This design comes from an exercise in tuning for a short achievable clock period and few clock cycles per item on the open sky130 flow, not from production work.
At most, simulation tests tie the RTL to the original design; equivalence was not proved.
No activity file was given, so power comes from the tool's default toggle rates.

==> inputs of trial 42 <==
==> flow/design.v <==
`default_nettype none
package ep_pkg;
    localparam int DATA_W     = 32;     
    localparam int REG_ADDR_W = 5;      
    localparam int NUM_REGS   = 1 << REG_ADDR_W;
    localparam logic [6:0] FMT_TYPE_MRD32 = 7'b00_00000;   
    localparam logic [6:0] FMT_TYPE_MWR32 = 7'b10_00000;   
    localparam logic [6:0] FMT_TYPE_CPLD  = 7'b10_01010;   
    localparam logic [DATA_W-1:0] ID_REG_VALUE = 32'hE9D0_0001;
    typedef logic [DATA_W-1:0]     tlp_dw_t;
    typedef logic [REG_ADDR_W-1:0] reg_addr_t;
    typedef logic [3:0]            byte_en_t;    
    typedef logic [15:0]           req_id_t;     
endpackage
`default_nettype wire
`default_nettype none
import ep_pkg::*;
module ep_rx_engine (
    input  logic         clk,
    input  logic         rst_n,
    input  logic [31:0]  trn_rd_i,
    input  logic         trn_rsof_n_i,
    input  logic         trn_reof_n_i,
    input  logic         trn_rsrc_rdy_n_i,
    output logic         trn_rdst_rdy_n_o,
    input  logic         stall_i,           
    output logic         rd_go_o,
    output logic [2:0]   rd_tc_o,
    output logic [1:0]   rd_attr_o,
    output logic [15:0]  rd_rid_o,
    output logic [7:0]   rd_tag_o,
    output logic [3:0]   rd_be_o,
    output logic [4:0]   rd_addr_o,
    output logic [NUM_REGS-1:0] rd_sel_o,   
    output logic [NUM_REGS*4-1:0] wr_en_o,
    output logic [31:0]  wr_data_o          
);
    typedef enum logic [2:0] {
        RX_DW0,      
        RX_DW1,      
        RX_DW2,      
        RX_DATA,     
        RX_SKIP      
    } rx_state_e;
    logic [31:0] in_d;
    logic        in_v;
    logic        in_sof;
    logic        in_eof;
    logic        in_mrd;
    logic        in_mwr;
    logic        rdst_n_q;
    always_ff @(posedge clk) begin
        in_d   <= trn_rd_i;
        in_sof <= !trn_rsof_n_i;
        in_eof <= !trn_reof_n_i;
        in_mrd <= (trn_rd_i[30:24] == FMT_TYPE_MRD32) && (trn_rd_i[9:0] == 10'd1);
        in_mwr <= (trn_rd_i[30:24] == FMT_TYPE_MWR32) && (trn_rd_i[9:0] == 10'd1);
        in_v   <= rst_n && !trn_rsrc_rdy_n_i && !rdst_n_q;
    end
    always_ff @(posedge clk) begin
        if (!rst_n)
            rdst_n_q <= 1'b0;
        else
            rdst_n_q <= stall_i;
    end
    assign trn_rdst_rdy_n_o = rdst_n_q;
    rx_state_e  state;
    logic       is_wr_q;
    logic       rd_go_q;
    logic [2:0]  tc_q;
    logic [1:0]  attr_q;
    logic [15:0] rid_q;
    logic [7:0]  tag_q;
    logic [3:0]  be_q;
    logic [4:0]  addr_q;
    logic [NUM_REGS-1:0] rsel_q;
    logic [NUM_REGS-1:0] wsel_q;
    always_ff @(posedge clk) begin
        if (!rst_n) begin
            state   <= RX_DW0;
            is_wr_q <= 1'b0;
            rd_go_q <= 1'b0;
        end else begin
            rd_go_q <= 1'b0;
            if (in_v) begin
                case (state)
                    RX_DW0: begin
                        if (in_sof && !in_eof) begin
                            if (in_mrd) begin
                                is_wr_q <= 1'b0;
                                state   <= RX_DW1;
                            end else if (in_mwr) begin
                                is_wr_q <= 1'b1;
                                state   <= RX_DW1;
                            end else begin
                                state <= RX_SKIP;
                            end
                        end
                    end
                    RX_DW1: state <= in_eof ? RX_DW0 : RX_DW2;
                    RX_DW2: begin
                        if (in_eof) begin
                            state <= RX_DW0;
                            if (!is_wr_q)
                                rd_go_q <= 1'b1;         
                        end else begin
                            state <= is_wr_q ? RX_DATA : RX_SKIP;
                        end
                    end
                    RX_DATA: state <= in_eof ? RX_DW0 : RX_SKIP;
                    RX_SKIP: if (in_eof) state <= RX_DW0;
                    default: state <= RX_DW0;
                endcase
            end
        end
    end
    always_ff @(posedge clk) begin
        if (in_v) begin
            case (state)
                RX_DW0: begin
                    tc_q   <= in_d[22:20];
                    attr_q <= in_d[13:12];
                end
                RX_DW1: begin
                    rid_q <= in_d[31:16];
                    tag_q <= in_d[15:8];
                    be_q  <= in_d[3:0];      
                end
                RX_DW2: begin
                    addr_q <= in_d[REG_ADDR_W+1:2];
                    for (int i = 0; i < NUM_REGS; i++) begin
                        rsel_q[i] <= (in_d[REG_ADDR_W+1:2] == i);
                        wsel_q[i] <= (in_d[REG_ADDR_W+1:2] == i) && (i != 0);
                    end
                end
                default: ;
            endcase
        end
    end
    assign rd_go_o   = rd_go_q;
    assign rd_tc_o   = tc_q;
    assign rd_attr_o = attr_q;
    assign rd_rid_o  = rid_q;
    assign rd_tag_o  = tag_q;
    assign rd_be_o   = be_q;
    assign rd_addr_o = addr_q;
    assign rd_sel_o  = rsel_q;
    logic [NUM_REGS*4-1:0] wen_q;
    logic [31:0]           wdata_q;
    always_ff @(posedge clk) begin
        if (!rst_n) begin
            wen_q <= '0;
        end else begin
            for (int i = 0; i < NUM_REGS; i++)
                for (int b = 0; b < 4; b++)
                    wen_q[4*i+b] <= in_v && (state == RX_DATA) && wsel_q[i] && be_q[b];
        end
        wdata_q <= {in_d[7:0], in_d[15:8], in_d[23:16], in_d[31:24]};
    end
    assign wr_en_o   = wen_q;
    assign wr_data_o = wdata_q;
endmodule
`default_nettype wire
`default_nettype none
import ep_pkg::*;
module ep_mem_access (
    input  logic                clk,
    input  logic                rst_n,
    input  logic [NUM_REGS*4-1:0] wr_en_i,    
    input  logic [31:0]         wr_data_i,    
    input  logic [NUM_REGS-1:0] rd_sel_i,     
    output logic [4*32-1:0]     rd_grp_o      
);
    logic [31:0] regs [1:NUM_REGS-1];
    logic [31:0] words [NUM_REGS];
    logic        rst_q;
    always_ff @(posedge clk)
        rst_q <= rst_n;
    always_ff @(posedge clk) begin
        for (int i = 1; i < NUM_REGS; i++) begin
            for (int b = 0; b < 4; b++) begin
                if (!rst_q)
                    regs[i][8*b +: 8] <= '0;
                else if (wr_en_i[4*i+b])
                    regs[i][8*b +: 8] <= wr_data_i[8*b +: 8];
            end
        end
    end
    always_comb begin
        words[0] = ID_REG_VALUE;
        for (int i = 1; i < NUM_REGS; i++)
            words[i] = regs[i];
    end
    logic [31:0] rd_grp_q [4];
    always_ff @(posedge clk) begin
        for (int g = 0; g < 4; g++) begin
            logic [31:0] acc;
            acc = '0;
            for (int k = 0; k < 8; k++)
                acc = acc | (words[8*g+k] & {32{rd_sel_i[8*g+k]}});
            rd_grp_q[g] <= acc;
        end
    end
    always_comb begin
        for (int g = 0; g < 4; g++)
            rd_grp_o[32*g +: 32] = rd_grp_q[g];
    end
endmodule
`default_nettype wire
`default_nettype none
import ep_pkg::*;
module ep_tx_engine (
    input  logic         clk,
    input  logic         rst_n,
    output logic [31:0]  trn_td_o,
    output logic         trn_tsof_n_o,
    output logic         trn_teof_n_o,
    output logic         trn_tsrc_rdy_n_o,
    input  logic         trn_tdst_rdy_n_i,
    input  logic [15:0]  cfg_completer_id_i,
    input  logic         rd_go_i,
    input  logic [2:0]   rd_tc_i,
    input  logic [1:0]   rd_attr_i,
    input  logic [15:0]  rd_rid_i,
    input  logic [7:0]   rd_tag_i,
    input  logic [3:0]   rd_be_i,
    input  logic [4:0]   rd_addr_i,
    output logic         stall_o,
    input  logic [4*32-1:0] rd_grp_i
);
    localparam int QD       = 4;     
    localparam int QW       = 2;
    localparam int STALL_AT = 4;     
    localparam int EW       = 71;    
    logic [1:0]  lo_idx;
    logic [1:0]  hi_idx;
    logic [2:0]  byte_cnt;
    logic [6:0]  lower_addr;
    logic [31:0] masked;
    always_comb begin
        casez (rd_be_i)
            4'b???1: lo_idx = 2'd0;
            4'b??10: lo_idx = 2'd1;
            4'b?100: lo_idx = 2'd2;
            4'b1000: lo_idx = 2'd3;
            default: lo_idx = 2'd0;
        endcase
        casez (rd_be_i)
            4'b1???: hi_idx = 2'd3;
            4'b01??: hi_idx = 2'd2;
            4'b001?: hi_idx = 2'd1;
            default: hi_idx = 2'd0;
        endcase
    end
    assign byte_cnt   = (rd_be_i == 4'b0000) ? 3'd1 :
                        {1'b0, hi_idx} - {1'b0, lo_idx} + 3'd1;
    assign lower_addr = {rd_addr_i, 2'b00} + {5'd0, lo_idx};
    logic        s1_v;
    logic [38:0] s1_hdr;      
    logic [3:0]  s1_be;
    logic [31:0] word;
    always_ff @(posedge clk) begin
        if (!rst_n)
            s1_v <= 1'b0;
        else
            s1_v <= rd_go_i;
        s1_hdr <= {rd_tc_i, rd_attr_i, byte_cnt, rd_rid_i, rd_tag_i, lower_addr};
        s1_be  <= rd_be_i;
    end
    assign word   = rd_grp_i[31:0] | rd_grp_i[63:32] | rd_grp_i[95:64] | rd_grp_i[127:96];
    assign masked = word & {{8{s1_be[3]}}, {8{s1_be[2]}}, {8{s1_be[1]}}, {8{s1_be[0]}}};
    logic [EW-1:0] q_mem [QD];
    logic [QW:0]   wptr;
    logic [QW:0]   rptr;
    logic [QW:0]   credits;
    logic [QW:0]   credits_nxt;
    logic          head_v;
    logic [EW-1:0] head;
    logic          pop;
    logic          pop_q;     
    assign head_v      = (wptr != rptr);
    assign head        = q_mem[rptr[QW-1:0]];
    assign credits_nxt = credits + {{QW{1'b0}}, rd_go_i} - {{QW{1'b0}}, pop_q};
    assign stall_o     = (credits_nxt >= STALL_AT);    
    always_ff @(posedge clk) begin
        if (s1_v)
            q_mem[wptr[QW-1:0]] <= {s1_hdr, masked[7:0], masked[15:8], masked[23:16], masked[31:24]};
    end
    always_ff @(posedge clk) begin
        if (!rst_n) begin
            wptr    <= '0;
            rptr    <= '0;
            credits <= '0;
            pop_q   <= 1'b0;
        end else begin
            pop_q   <= pop;
            if (s1_v)
                wptr <= wptr + 1'b1;
            if (pop)
                rptr <= rptr + 1'b1;
            credits <= credits_nxt;
        end
    end
    logic [65:0] cur;         
    logic [1:0]  idx;
    logic        mid;
    logic        adv;
    logic [31:0] head_beat0;
    logic [31:0] cur_beat;
    logic [31:0] td_nxt;
    logic [31:0] td_hold;     
    assign mid = !trn_tsrc_rdy_n_o && trn_teof_n_o;
    assign adv = trn_tsrc_rdy_n_o || !trn_tdst_rdy_n_i;
    assign pop = adv && !mid && head_v;
    assign head_beat0 = {1'b0, FMT_TYPE_CPLD, 1'b0, head[70:68], 4'b0000,
                         1'b0, 1'b0, head[67:66], 2'b00, 10'd1};
    always_comb begin
        case (idx)
            2'd1:    cur_beat = {cfg_completer_id_i, 3'b000, 1'b0, 9'd0, cur[65:63]};  
            2'd2:    cur_beat = {cur[62:39], 1'b0, cur[38:32]};
            default: cur_beat = cur[31:0];
        endcase
    end
    assign td_nxt = mid ? cur_beat : head_beat0;
    always_ff @(posedge clk) begin
        if (!rst_n) begin
            trn_tsrc_rdy_n_o <= 1'b1;
            trn_tsof_n_o     <= 1'b1;
            trn_teof_n_o     <= 1'b1;
            idx              <= 2'd1;
        end else if (adv) begin
            if (mid) begin
                trn_tsof_n_o <= 1'b1;
                trn_teof_n_o <= (idx != 2'd3);
                idx          <= idx + 2'd1;
            end else if (head_v) begin
                trn_tsrc_rdy_n_o <= 1'b0;
                trn_tsof_n_o     <= 1'b0;
                trn_teof_n_o     <= 1'b1;
                idx              <= 2'd1;
            end else begin
                trn_tsrc_rdy_n_o <= 1'b1;
                trn_tsof_n_o     <= 1'b1;
                trn_teof_n_o     <= 1'b1;
            end
        end
    end
    always_ff @(posedge clk) begin
        trn_td_o <= adv ? td_nxt : td_hold;
        td_hold  <= adv ? td_nxt : trn_td_o;
        if (!mid)
            cur <= head[65:0];
    end
endmodule
`default_nettype wire
`default_nettype none
import ep_pkg::*;
module ep_top (
    input  logic    clk,
    input  logic    rst_n,
    input  logic [31:0] trn_rd_i,
    input  logic    trn_rsof_n_i,
    input  logic    trn_reof_n_i,
    input  logic    trn_rsrc_rdy_n_i,
    output logic         trn_rdst_rdy_n_o,
    output logic [31:0]      trn_td_o,
    output logic         trn_tsof_n_o,
    output logic         trn_teof_n_o,
    output logic         trn_tsrc_rdy_n_o,
    input  logic    trn_tdst_rdy_n_i,
    input  logic [15:0] cfg_completer_id_i
);
    logic                  stall;
    logic                  rd_go;
    logic [2:0]            rd_tc;
    logic [1:0]            rd_attr;
    logic [15:0]           rd_rid;
    logic [7:0]            rd_tag;
    logic [3:0]            rd_be;
    logic [4:0]            rd_addr;
    logic [NUM_REGS-1:0]   rd_sel;
    logic [NUM_REGS*4-1:0] wr_en;
    logic [31:0]           wr_data;
    logic [4*32-1:0]       rd_grp;
    ep_rx_engine i_rx (
        .clk              (clk),
        .rst_n            (rst_n),
        .trn_rd_i         (trn_rd_i),
        .trn_rsof_n_i     (trn_rsof_n_i),
        .trn_reof_n_i     (trn_reof_n_i),
        .trn_rsrc_rdy_n_i (trn_rsrc_rdy_n_i),
        .trn_rdst_rdy_n_o (trn_rdst_rdy_n_o),
        .stall_i          (stall),
        .rd_go_o          (rd_go),
        .rd_tc_o          (rd_tc),
        .rd_attr_o        (rd_attr),
        .rd_rid_o         (rd_rid),
        .rd_tag_o         (rd_tag),
        .rd_be_o          (rd_be),
        .rd_addr_o        (rd_addr),
        .rd_sel_o         (rd_sel),
        .wr_en_o          (wr_en),
        .wr_data_o        (wr_data)
    );
    ep_mem_access i_mem (
        .clk       (clk),
        .rst_n     (rst_n),
        .wr_en_i   (wr_en),
        .wr_data_i (wr_data),
        .rd_sel_i  (rd_sel),
        .rd_grp_o  (rd_grp)
    );
    ep_tx_engine i_tx (
        .clk                (clk),
        .rst_n              (rst_n),
        .trn_td_o           (trn_td_o),
        .trn_tsof_n_o       (trn_tsof_n_o),
        .trn_teof_n_o       (trn_teof_n_o),
        .trn_tsrc_rdy_n_o   (trn_tsrc_rdy_n_o),
        .trn_tdst_rdy_n_i   (trn_tdst_rdy_n_i),
        .cfg_completer_id_i (cfg_completer_id_i),
        .rd_go_i            (rd_go),
        .rd_tc_i            (rd_tc),
        .rd_attr_i          (rd_attr),
        .rd_rid_i           (rd_rid),
        .rd_tag_i           (rd_tag),
        .rd_be_i            (rd_be),
        .rd_addr_i          (rd_addr),
        .stall_o            (stall),
        .rd_grp_i           (rd_grp)
    );
endmodule
`default_nettype wire
==> flow/run.sh <==
#!/bin/bash
# synth_recipe.tcl (not shown) runs the flow's synth.tcl, then flattens the netlist and writes it again
# the make line also repeats each setting of config.mk as NAME=value (left out here)
make -C /OpenROAD-flow-scripts/flow DESIGN_CONFIG=/design/flow/config.mk WORK_HOME=/design/flow/orfs CLKGATE_MAP_FILE= SYNTH_SCRIPT=/design/flow/synth_recipe.tcl finish
==> flow/config.mk <==
export PLATFORM = sky130hd
export DESIGN_NAME = ep_top
export DESIGN_NICKNAME = ep_top
export VERILOG_FILES = /design/flow/design.v
export SDC_FILE = /design/flow/constraint.sdc
export NUM_CORES = 4
export LEC_CHECK = 0
export ABC_CLOCK_PERIOD_IN_PS = 1800
export CAP_MARGIN = 20
export CORE_MARGIN = 2
export CORE_UTILIZATION = 40
export CTS_CLUSTER_DIAMETER = 100
export CTS_CLUSTER_SIZE = 28
export SETUP_SLACK_MARGIN = 2.2
export SLEW_MARGIN = 20
==> flow/constraint.sdc <==
create_clock -name core_clock -period 4.0 [get_ports {clk}]
set_input_delay 0.8000 -clock core_clock [delete_from_list [all_inputs] [get_ports {clk}]]
set_output_delay 0.8000 -clock core_clock [all_outputs]
set_load 0.01 [all_outputs]
==> build 6 (differences from trial 42) <==
--- a/flow/design.v
+++ b/flow/design.v
@@ -127,16 +127,18 @@
                     be_q  <= in_d[3:0];      
                 end
                 RX_DW2: begin
-                    addr_q <= in_d[REG_ADDR_W+1:2];
-                    for (int i = 0; i < NUM_REGS; i++) begin
-                        rsel_q[i] <= (in_d[REG_ADDR_W+1:2] == i);
+                    for (int i = 0; i < NUM_REGS; i++)
                         wsel_q[i] <= (in_d[REG_ADDR_W+1:2] == i) && (i != 0);
-                    end
                 end
                 default: ;
             endcase
         end
     end
+    always_ff @(posedge clk) begin
+        addr_q <= in_d[REG_ADDR_W+1:2];
+        for (int i = 0; i < NUM_REGS; i++)
+            rsel_q[i] <= (in_d[REG_ADDR_W+1:2] == i);
+    end
     assign rd_go_o   = rd_go_q;
     assign rd_tc_o   = tc_q;
     assign rd_attr_o = attr_q;
Settings changed: CORE_UTILIZATION 40 to 50.
==> build 87 (differences from trial 42) <==
--- a/flow/design.v
+++ b/flow/design.v
@@ -31,9 +31,8 @@
     output logic [7:0]   rd_tag_o,
     output logic [3:0]   rd_be_o,
     output logic [4:0]   rd_addr_o,
-    output logic [NUM_REGS-1:0] rd_sel_o,   
     output logic [NUM_REGS*4-1:0] wr_en_o,
-    output logic [31:0]  wr_data_o          
+    output logic [31:0]  wr_data_o           
 );
     typedef enum logic [2:0] {
         RX_DW0,      
@@ -73,8 +72,9 @@
     logic [7:0]  tag_q;
     logic [3:0]  be_q;
     logic [4:0]  addr_q;
-    logic [NUM_REGS-1:0] rsel_q;
     logic [NUM_REGS-1:0] wsel_q;
+    logic [NUM_REGS*4-1:0] wen_q;
+    logic [31:0] wdata_q;
     always_ff @(posedge clk) begin
         if (!rst_n) begin
             state   <= RX_DW0;
@@ -128,25 +128,13 @@
                 end
                 RX_DW2: begin
                     addr_q <= in_d[REG_ADDR_W+1:2];
-                    for (int i = 0; i < NUM_REGS; i++) begin
-                        rsel_q[i] <= (in_d[REG_ADDR_W+1:2] == i);
+                    for (int i = 0; i < NUM_REGS; i++)
                         wsel_q[i] <= (in_d[REG_ADDR_W+1:2] == i) && (i != 0);
-                    end
                 end
                 default: ;
             endcase
         end
     end
-    assign rd_go_o   = rd_go_q;
-    assign rd_tc_o   = tc_q;
-    assign rd_attr_o = attr_q;
-    assign rd_rid_o  = rid_q;
-    assign rd_tag_o  = tag_q;
-    assign rd_be_o   = be_q;
-    assign rd_addr_o = addr_q;
-    assign rd_sel_o  = rsel_q;
-    logic [NUM_REGS*4-1:0] wen_q;
-    logic [31:0]           wdata_q;
     always_ff @(posedge clk) begin
         if (!rst_n) begin
             wen_q <= '0;
@@ -157,6 +145,13 @@
         end
         wdata_q <= {in_d[7:0], in_d[15:8], in_d[23:16], in_d[31:24]};
     end
+    assign rd_go_o   = rd_go_q;
+    assign rd_tc_o   = tc_q;
+    assign rd_attr_o = attr_q;
+    assign rd_rid_o  = rid_q;
+    assign rd_tag_o  = tag_q;
+    assign rd_be_o   = be_q;
+    assign rd_addr_o = addr_q;
     assign wr_en_o   = wen_q;
     assign wr_data_o = wdata_q;
 endmodule
@@ -164,16 +159,17 @@
 `default_nettype none
 import ep_pkg::*;
 module ep_mem_access (
-    input  logic                clk,
-    input  logic                rst_n,
-    input  logic [NUM_REGS*4-1:0] wr_en_i,    
-    input  logic [31:0]         wr_data_i,    
-    input  logic [NUM_REGS-1:0] rd_sel_i,     
-    output logic [4*32-1:0]     rd_grp_o      
+    input  logic                  clk,
+    input  logic                  rst_n,
+    input  logic [NUM_REGS*4-1:0] wr_en_i,
+    input  logic [31:0]           wr_data_i,    
+    input  logic [4:0]            rd_addr_i,
+    output logic [4*32-1:0]       rd_grp_o      
 );
     logic [31:0] regs [1:NUM_REGS-1];
     logic [31:0] words [NUM_REGS];
     logic        rst_q;
+    logic [31:0] rd_grp_q [4];
     always_ff @(posedge clk)
         rst_q <= rst_n;
     always_ff @(posedge clk) begin
@@ -191,15 +187,9 @@
         for (int i = 1; i < NUM_REGS; i++)
             words[i] = regs[i];
     end
-    logic [31:0] rd_grp_q [4];
     always_ff @(posedge clk) begin
-        for (int g = 0; g < 4; g++) begin
-            logic [31:0] acc;
-            acc = '0;
-            for (int k = 0; k < 8; k++)
-                acc = acc | (words[8*g+k] & {32{rd_sel_i[8*g+k]}});
-            rd_grp_q[g] <= acc;
-        end
+        for (int g = 0; g < 4; g++)
+            rd_grp_q[g] <= words[{g[1:0], rd_addr_i[2:0]}];
     end
     always_comb begin
         for (int g = 0; g < 4; g++)
@@ -228,15 +218,16 @@
     output logic         stall_o,
     input  logic [4*32-1:0] rd_grp_i
 );
-    localparam int QD       = 4;     
-    localparam int QW       = 2;
-    localparam int STALL_AT = 4;     
-    localparam int EW       = 71;    
+    localparam int QD      = 8;      
+    localparam int QW      = 3;
+    localparam int STALL_AT = 6;     
+    logic [15:0] cfg_q;
+    always_ff @(posedge clk)
+        cfg_q <= cfg_completer_id_i;
     logic [1:0]  lo_idx;
     logic [1:0]  hi_idx;
-    logic [2:0]  byte_cnt;
+    logic [11:0] byte_cnt;
     logic [6:0]  lower_addr;
-    logic [31:0] masked;
     always_comb begin
         casez (rd_be_i)
             4'b???1: lo_idx = 2'd0;
@@ -252,76 +243,94 @@
             default: hi_idx = 2'd0;
         endcase
     end
-    assign byte_cnt   = (rd_be_i == 4'b0000) ? 3'd1 :
-                        {1'b0, hi_idx} - {1'b0, lo_idx} + 3'd1;
+    assign byte_cnt   = (rd_be_i == 4'b0000) ? 12'd1 :
+                        {10'd0, hi_idx} - {10'd0, lo_idx} + 12'd1;
     assign lower_addr = {rd_addr_i, 2'b00} + {5'd0, lo_idx};
     logic        s1_v;
-    logic [38:0] s1_hdr;      
+    logic [31:0] s1_b0;
+    logic [31:0] s1_b1;
+    logic [31:0] s1_b2;
+    logic [1:0]  s1_grp;
     logic [3:0]  s1_be;
-    logic [31:0] word;
     always_ff @(posedge clk) begin
         if (!rst_n)
             s1_v <= 1'b0;
         else
             s1_v <= rd_go_i;
-        s1_hdr <= {rd_tc_i, rd_attr_i, byte_cnt, rd_rid_i, rd_tag_i, lower_addr};
+        s1_b0  <= {1'b0, FMT_TYPE_CPLD, 1'b0, rd_tc_i, 4'b0000,
+                   1'b0, 1'b0, rd_attr_i, 2'b00, 10'd1};
+        s1_b1  <= {cfg_q, 3'b000, 1'b0, byte_cnt};      
+        s1_b2  <= {rd_rid_i, rd_tag_i, 1'b0, lower_addr};
+        s1_grp <= rd_addr_i[4:3];
         s1_be  <= rd_be_i;
     end
-    assign word   = rd_grp_i[31:0] | rd_grp_i[63:32] | rd_grp_i[95:64] | rd_grp_i[127:96];
+    logic [31:0] word;
+    logic [31:0] masked;
+    assign word   = rd_grp_i[32*s1_grp +: 32];
     assign masked = word & {{8{s1_be[3]}}, {8{s1_be[2]}}, {8{s1_be[1]}}, {8{s1_be[0]}}};
-    logic [EW-1:0] q_mem [QD];
-    logic [QW:0]   wptr;
-    logic [QW:0]   rptr;
-    logic [QW:0]   credits;
-    logic [QW:0]   credits_nxt;
-    logic          head_v;
-    logic [EW-1:0] head;
-    logic          pop;
-    logic          pop_q;     
-    assign head_v      = (wptr != rptr);
-    assign head        = q_mem[rptr[QW-1:0]];
-    assign credits_nxt = credits + {{QW{1'b0}}, rd_go_i} - {{QW{1'b0}}, pop_q};
+    logic         s2_v;
+    logic [127:0] s2_cpl;
+    always_ff @(posedge clk) begin
+        if (!rst_n)
+            s2_v <= 1'b0;
+        else
+            s2_v <= s1_v;
+        s2_cpl <= {s1_b0, s1_b1, s1_b2,
+                   masked[7:0], masked[15:8], masked[23:16], masked[31:24]};
+    end
+    logic [127:0] q_mem [QD];
+    logic [QW:0]  wptr;
+    logic [QW:0]  rptr;
+    logic [QW:0]  credits;
+    logic         q_empty;
+    logic [127:0] head;
+    logic         head_v;
+    logic         pop;
+    logic         refill;
+    logic [QW:0]  credits_nxt;
+    assign q_empty     = (wptr == rptr);
+    assign credits_nxt = credits + {{QW{1'b0}}, rd_go_i} - {{QW{1'b0}}, refill};
     assign stall_o     = (credits_nxt >= STALL_AT);    
+    assign refill  = !head_v && !q_empty;
     always_ff @(posedge clk) begin
-        if (s1_v)
-            q_mem[wptr[QW-1:0]] <= {s1_hdr, masked[7:0], masked[15:8], masked[23:16], masked[31:24]};
+        if (s2_v)
+            q_mem[wptr[QW-1:0]] <= s2_cpl;
+        if (refill)
+            head <= q_mem[rptr[QW-1:0]];
     end
     always_ff @(posedge clk) begin
         if (!rst_n) begin
             wptr    <= '0;
             rptr    <= '0;
             credits <= '0;
-            pop_q   <= 1'b0;
+            head_v  <= 1'b0;
         end else begin
-            pop_q   <= pop;
-            if (s1_v)
+            if (s2_v)
                 wptr <= wptr + 1'b1;
-            if (pop)
+            if (refill)
                 rptr <= rptr + 1'b1;
             credits <= credits_nxt;
+            if (refill)
+                head_v <= 1'b1;
+            else if (pop)
+                head_v <= 1'b0;
         end
     end
-    logic [65:0] cur;         
+    logic [95:0] cur;
     logic [1:0]  idx;
     logic        mid;
     logic        adv;
-    logic [31:0] head_beat0;
     logic [31:0] cur_beat;
-    logic [31:0] td_nxt;
-    logic [31:0] td_hold;     
     assign mid = !trn_tsrc_rdy_n_o && trn_teof_n_o;
     assign adv = trn_tsrc_rdy_n_o || !trn_tdst_rdy_n_i;
     assign pop = adv && !mid && head_v;
-    assign head_beat0 = {1'b0, FMT_TYPE_CPLD, 1'b0, head[70:68], 4'b0000,
-                         1'b0, 1'b0, head[67:66], 2'b00, 10'd1};
     always_comb begin
         case (idx)
-            2'd1:    cur_beat = {cfg_completer_id_i, 3'b000, 1'b0, 9'd0, cur[65:63]};  
-            2'd2:    cur_beat = {cur[62:39], 1'b0, cur[38:32]};
+            2'd1:    cur_beat = cur[95:64];
+            2'd2:    cur_beat = cur[63:32];
             default: cur_beat = cur[31:0];
         endcase
     end
-    assign td_nxt = mid ? cur_beat : head_beat0;
     always_ff @(posedge clk) begin
         if (!rst_n) begin
             trn_tsrc_rdy_n_o <= 1'b1;
@@ -346,10 +355,10 @@
         end
     end
     always_ff @(posedge clk) begin
-        trn_td_o <= adv ? td_nxt : td_hold;
-        td_hold  <= adv ? td_nxt : trn_td_o;
+        if (adv)
+            trn_td_o <= mid ? cur_beat : head[127:96];
         if (!mid)
-            cur <= head[65:0];
+            cur <= head[95:0];
     end
 endmodule
 `default_nettype wire
@@ -378,7 +387,6 @@
     logic [7:0]            rd_tag;
     logic [3:0]            rd_be;
     logic [4:0]            rd_addr;
-    logic [NUM_REGS-1:0]   rd_sel;
     logic [NUM_REGS*4-1:0] wr_en;
     logic [31:0]           wr_data;
     logic [4*32-1:0]       rd_grp;
@@ -398,7 +406,6 @@
         .rd_tag_o         (rd_tag),
         .rd_be_o          (rd_be),
         .rd_addr_o        (rd_addr),
-        .rd_sel_o         (rd_sel),
         .wr_en_o          (wr_en),
         .wr_data_o        (wr_data)
     );
@@ -407,7 +414,7 @@
         .rst_n     (rst_n),
         .wr_en_i   (wr_en),
         .wr_data_i (wr_data),
-        .rd_sel_i  (rd_sel),
+        .rd_addr_i (rd_addr),
         .rd_grp_o  (rd_grp)
     );
     ep_tx_engine i_tx (
Settings changed: CTS_CLUSTER_DIAMETER 100 to default, CTS_CLUSTER_SIZE 28 to default.
==> impl_metrics.py <==
metrics = {
    "detailed_routing": {
        "vias_per_cell": 5.72,
        "wl_met1_um": 90100,
    },
    "worst_setup_path": {
        "slowest_delay_ns": 0.38,
        "slowest_stage": "dfxtp_4",
    },
    "logic_synthesis": {
        "synth_cell_types": 56,
        "synth_nets": 5622,
    },
    "finish": {
        "nClkBuffers": 111,
        "fillCellCount": 11590,
    },
    "sta": {
        "hold_ws_ns": 0.341,
        "slew_headroom_pct": 19.7,
    },
    "floorplanning": {
        "initial_core_util_pct": 50.4,
    },
    "status": {
        "status": "complete, no violations",
    },
    "placement": {
        "post-place-ws_ns": 1.02,
    },
}
(the above is from build 6)
==> impl_metrics.py <==
metrics = {
    "status": {
        "status": "complete, no violations",
    },
    "grt": {
        "use_met1_pct": 27.9,
    },
    "worst_setup_path": {
        "rr_startpoint": "i_rx.state[2]$_SDFFE_PN0P_",
        "slowest_stage": "dfxtp_2",
        "crit_chain": "buf_6",
        "slowest_delay_ns": 0.37,
    },
    "logic_synthesis": {
        "synth_nets": 5634,
        "synthSimpleGateAreaFrac_pct": 12.6,
        "synth_top_area_cell": "dfxtp_1",
    },
    "finish": {
        "nClkBuffers": 111,
    },
    "detailed_routing": {
        "vias_per_cell": 5.28,
        "wl_met1_um": 85000,
    },
    "floorplanning": {
        "initial_core_util_pct": 40.4,
    },
    "sta": {
        "hold_ws_ns": 0.337,
        "slew_headroom_pct": 40.1,
    },
    "placement": {
        "post-place-ws_ns": 1.12,
    },
}
(the above is from trial 42)
==> impl_metrics.py <==
metrics = {
    "pwr": {
        "peakVddDrop_uv": 448,
    },
    "worst_setup_path": {
        "rr_startpoint": "i_rx.addr_q[1]$_DFFE_PP_",
        "slowest_delay_ns": 0.43,
        "slowest_stage": "edfxtp_1",
        "setup.worst_path.end": "trn_td_o[12]",
    },
    "floorplanning": {
        "initial_core_util_pct": 40.3,
    },
    "sta": {
        "hold_ws_ns": 0.317,
        "slew_headroom_pct": 36.9,
    },
    "finish": {
        "nClkBuffers": 326,
        "top_register": "i_mem.regs",
        "fillCellCount": 19723,
    },
    "logic_synthesis": {
        "synth_nets": 6920,
        "synth_cell_types": 68,
    },
    "min_path": {
        "holdCritStartpoint": "i_tx.s1_b2[24]$_DFF_P_",
    },
    "detailed_routing": {
        "wl_met1_um": 126000,
        "vias_per_cell": 5.48,
    },
    "placement": {
        "post-place-ws_ns": 1.25,
    },
    "status": {
        "status": "complete, no violations",
    },
}
(the above is from build 87)
Testbench counts of trial 42, summed over its fixed seeds: cycles 16,914, tlps 4,800.
Testbench counts of build 6, summed over its fixed seeds: cycles 16,914, tlps 4,800.
Function not checked in build 87: the RTL went through the layout flow alone.

-- static timing again, ports no longer ideal --
The results above use ideal ports. As a check the final layouts listed here were re-extracted and re-timed, cells and wires unchanged. Step 1 assumes that a clkbuf_16 drives the clock port and a buf_2 every other input. Step 2 also shifts input and output timing later by t, the mid clock arrival at the registers, as if the neighbouring blocks saw the same clock. Slacks: ideal / step 1 / step 2; pairs: ideal / step 1.
run | shift t [ns] | slack for setup (ns) | hold slack, ns | worst setup path after step 2
trial 42 | 0.791 | 2.004 / 1.915 / 1.553 | 0.337 / 0.337 / 0.337 | input to register
build 6 | 0.786 | 1.978 / 1.901 / 1.668 | 0.341 / 0.340 / 0.341 | input to register
build 87 | 0.976 | 1.718 / 1.624 / 1.224 | 0.317 / 0.280 / 0.317 | input to register
After both steps every run listed still meets setup and hold. The setup slack of build 87, which loses most, moves by -0.094 ns with the drivers and by -0.494 ns with both steps.
